Context: an optimization exercise on an open-source flow, tuned for small area, a short achievable clock period and few clock cycles per item. The choices shown serve that exercise and are no tape-out recipe.
The RTL was checked by simulation tests, not by an equivalence proof against the original design.
Power is estimated from default activity; no workload was simulated.

## trickle_interval_timer_unit
module trickle_interval_timer_unit #(
    parameter int unsigned TICKS_PER_SECOND = trk_tmr_pkg::TICKS_PER_SECOND_DEF,
    parameter int unsigned MAX_EXP          = trk_tmr_pkg::MAX_EXP_DEF
) (
    input  wire                                  i_clk,
    input  wire                                  i_rst_n,
    input  wire                                  i_in_valid,
    output logic                                 o_in_ready,
    input  wire [18:0]                           i_in,
    output logic                                 o_out_valid,
    input  wire                                  i_out_ready,
    output logic [15:0]                          o_out,
    input  wire                                  i_cfg_valid,
    output logic                                 o_cfg_ready,
    input  wire [trk_tmr_pkg::CFG_IDX_W-1:0]     i_cfg_index,
    input  wire [trk_tmr_pkg::CFG_DAT_W-1:0]     i_cfg_data
);
==> flow/config.mk <==
export PLATFORM = sky130hd
export DESIGN_NAME = trickle_interval_timer_unit
export DESIGN_NICKNAME = trickle_interval_timer_unit
export VERILOG_FILES = /design/flow/design.v
export SDC_FILE = /design/flow/constraint.sdc
export NUM_CORES = 4
export LEC_CHECK = 0
export CAP_MARGIN = 20
export CORE_MARGIN = 2
export CORE_UTILIZATION = 45
export CTS_BUF_LIST = sky130_fd_sc_hd__clkbuf_8
export PLACE_DENSITY = 0.62
export SLEW_MARGIN = 20
==> flow/constraint.sdc <==
create_clock -name core_clock -period 22.0 [get_ports {i_clk}]
set_input_delay 4.4000 -clock core_clock [delete_from_list [all_inputs] [get_ports {i_clk}]]
set_output_delay 4.4000 -clock core_clock [all_outputs]
set_load 0.01 [all_outputs]
standard.sh (not shown) runs the stock make flow with config.mk's settings and CLKGATE_MAP_FILE= SYNTH_SCRIPT=/design/flow/synth_recipe.tcl, a recipe that flattens the netlist after the stock synthesis.
==> flow/flow/run.sh <==
#!/bin/bash
# The standard layout (standard.sh: its synthesis, floorplan, placement,
# CTS and routing, with the design's SDC), with three knobs changed:
#  * timing repair keeps a setup margin, so the achieved period is pushed
#    below the design's clock period;
#  * the port buffers are plain buffers instead of the resizer's pick;
#  * clock tree synthesis inserts no dummy loads (same buffers and clustering
#    limits as the standard run otherwise).
# All of make's output goes to make_finish.log in the work folder.
set -euo pipefail
MARGIN=$(awk -v p="$FLOW_PERIOD_NS" 'BEGIN { printf "%.2f", p - 5.6 }')
bash standard.sh "SETUP_SLACK_MARGIN=$MARGIN" \
    "BUFFER_PORTS_ARGS=-buffer_cell sky130_fd_sc_hd__buf_1" \
    "CTS_ARGS=-sink_clustering_enable -repair_clock_nets -buf_list sky130_fd_sc_hd__clkbuf_8 -sink_clustering_size 30 -sink_clustering_max_diameter 100 -dont_use_dummy_load" \
    finish > make_finish.log 2>&1
Testbench counts at the start, summed over its fixed seeds: cycles 32,136, ops 32,000.
Change:
--- a/flow/config.mk
+++ b/flow/config.mk
@@ -8,6 +8,6 @@
 export CAP_MARGIN = 20
 export CORE_MARGIN = 2
-export CORE_UTILIZATION = 45
+export CORE_UTILIZATION = 50
 export CTS_BUF_LIST = sky130_fd_sc_hd__clkbuf_8
-export PLACE_DENSITY = 0.62
+export PLACE_DENSITY = 0.65
 export SLEW_MARGIN = 20
Outcome:
- The new run finished with timing, DRC and antenna clean
- total power goes down slightly
- non-clock buffer count goes up by 4
- final cell count is lower slightly
- cell area hardly moves
- hold slack improves by 0.014 ns
- utilization goes up by 4.9 points
- global-route usage is higher by 1.8 points
Change:
--- a/flow/flow/run.sh
+++ b/flow/flow/run.sh
@@ -9,5 +9,5 @@
 # All of make's output goes to make_finish.log in the work folder.
 set -euo pipefail
-MARGIN=$(awk -v p="$FLOW_PERIOD_NS" 'BEGIN { printf "%.2f", p - 5.6 }')
+MARGIN=$(awk -v p="$FLOW_PERIOD_NS" 'BEGIN { printf "%.2f", p - 5.5 }')
 bash standard.sh "SETUP_SLACK_MARGIN=$MARGIN" \
     "BUFFER_PORTS_ARGS=-buffer_cell sky130_fd_sc_hd__buf_1" \
--- a/flow/config.mk
+++ b/flow/config.mk
@@ -8,6 +8,6 @@
 export CAP_MARGIN = 20
 export CORE_MARGIN = 2
-export CORE_UTILIZATION = 50
+export CORE_UTILIZATION = 45
 export CTS_BUF_LIST = sky130_fd_sc_hd__clkbuf_8
-export PLACE_DENSITY = 0.65
+export PLACE_DENSITY = 0.62
 export SLEW_MARGIN = 20
Total power goes up by 0.90%.
Wire length goes up by 2.1%.
Design area goes up by 1.9%.
Fmax goes up by 1.8%.
Utilization goes down by 3.9 points.
Synthesized area stays the same.
Change:
--- a/flow/flow/run.sh
+++ b/flow/flow/run.sh
@@ -9,5 +9,5 @@
 # All of make's output goes to make_finish.log in the work folder.
 set -euo pipefail
-MARGIN=$(awk -v p="$FLOW_PERIOD_NS" 'BEGIN { printf "%.2f", p - 5.5 }')
+MARGIN=$(awk -v p="$FLOW_PERIOD_NS" 'BEGIN { printf "%.2f", p - 5.7 }')
 bash standard.sh "SETUP_SLACK_MARGIN=$MARGIN" \
     "BUFFER_PORTS_ARGS=-buffer_cell sky130_fd_sc_hd__buf_1" \
--- a/flow/config.mk
+++ b/flow/config.mk
@@ -8,6 +8,6 @@
 export CAP_MARGIN = 20
 export CORE_MARGIN = 2
-export CORE_UTILIZATION = 45
+export CORE_UTILIZATION = 50
 export CTS_BUF_LIST = sky130_fd_sc_hd__clkbuf_8
-export PLACE_DENSITY = 0.62
+export PLACE_DENSITY = 0.65
 export SLEW_MARGIN = 20
What happened: Setup slack gets worse by 0.21 ns; register-to-register slack gets worse by 0.23 ns; routed wire length fell by 2.4%; die area fell by 9.7%; worst hold slack gets worse by 0.017 ns; clock skew barely changes; synthesized area is unchanged; total power fell by 1.2%; maximum frequency fell by 3.8%; core utilization rose by 2.9 points.

[static timing again, ports no longer ideal]
No port has a modelled driver above. Below, the same layouts with a new extraction and two added sets of constraints.
Step 1: set_driving_cell puts a clkbuf_16 on i_clk and a buf_2 on each other input, an assumption about the parent block.
Step 2 also shifts input and output timing later by t, the mid clock arrival at the registers, as if the neighbouring blocks saw the same clock.
a / b / c = no drivers / after step 1 / after step 2; a / b = the first two.
run | t, ns | setup slack, ns | hold slack, ns | worst slew at a driven data input, ns
the first run | 0.480 | 16.440 / 16.398 / 16.022 | 0.465 / 0.465 / 0.465 | 0.04
the second run | 0.479 | 16.433 / 16.426 / 15.972 | 0.479 / 0.479 / 0.479 | 0.03
the third run | 0.488 | 16.533 / 16.497 / 16.063 | 0.480 / 0.480 / 0.480 | 0.04
the fourth run | 0.478 | 16.320 / 16.330 / 15.861 | 0.464 / 0.464 / 0.464 | 0.04
After both steps every run listed still meets setup and hold. The setup slack of the third run, which loses most, moves by -0.036 ns with the drivers and by -0.470 ns with both steps.
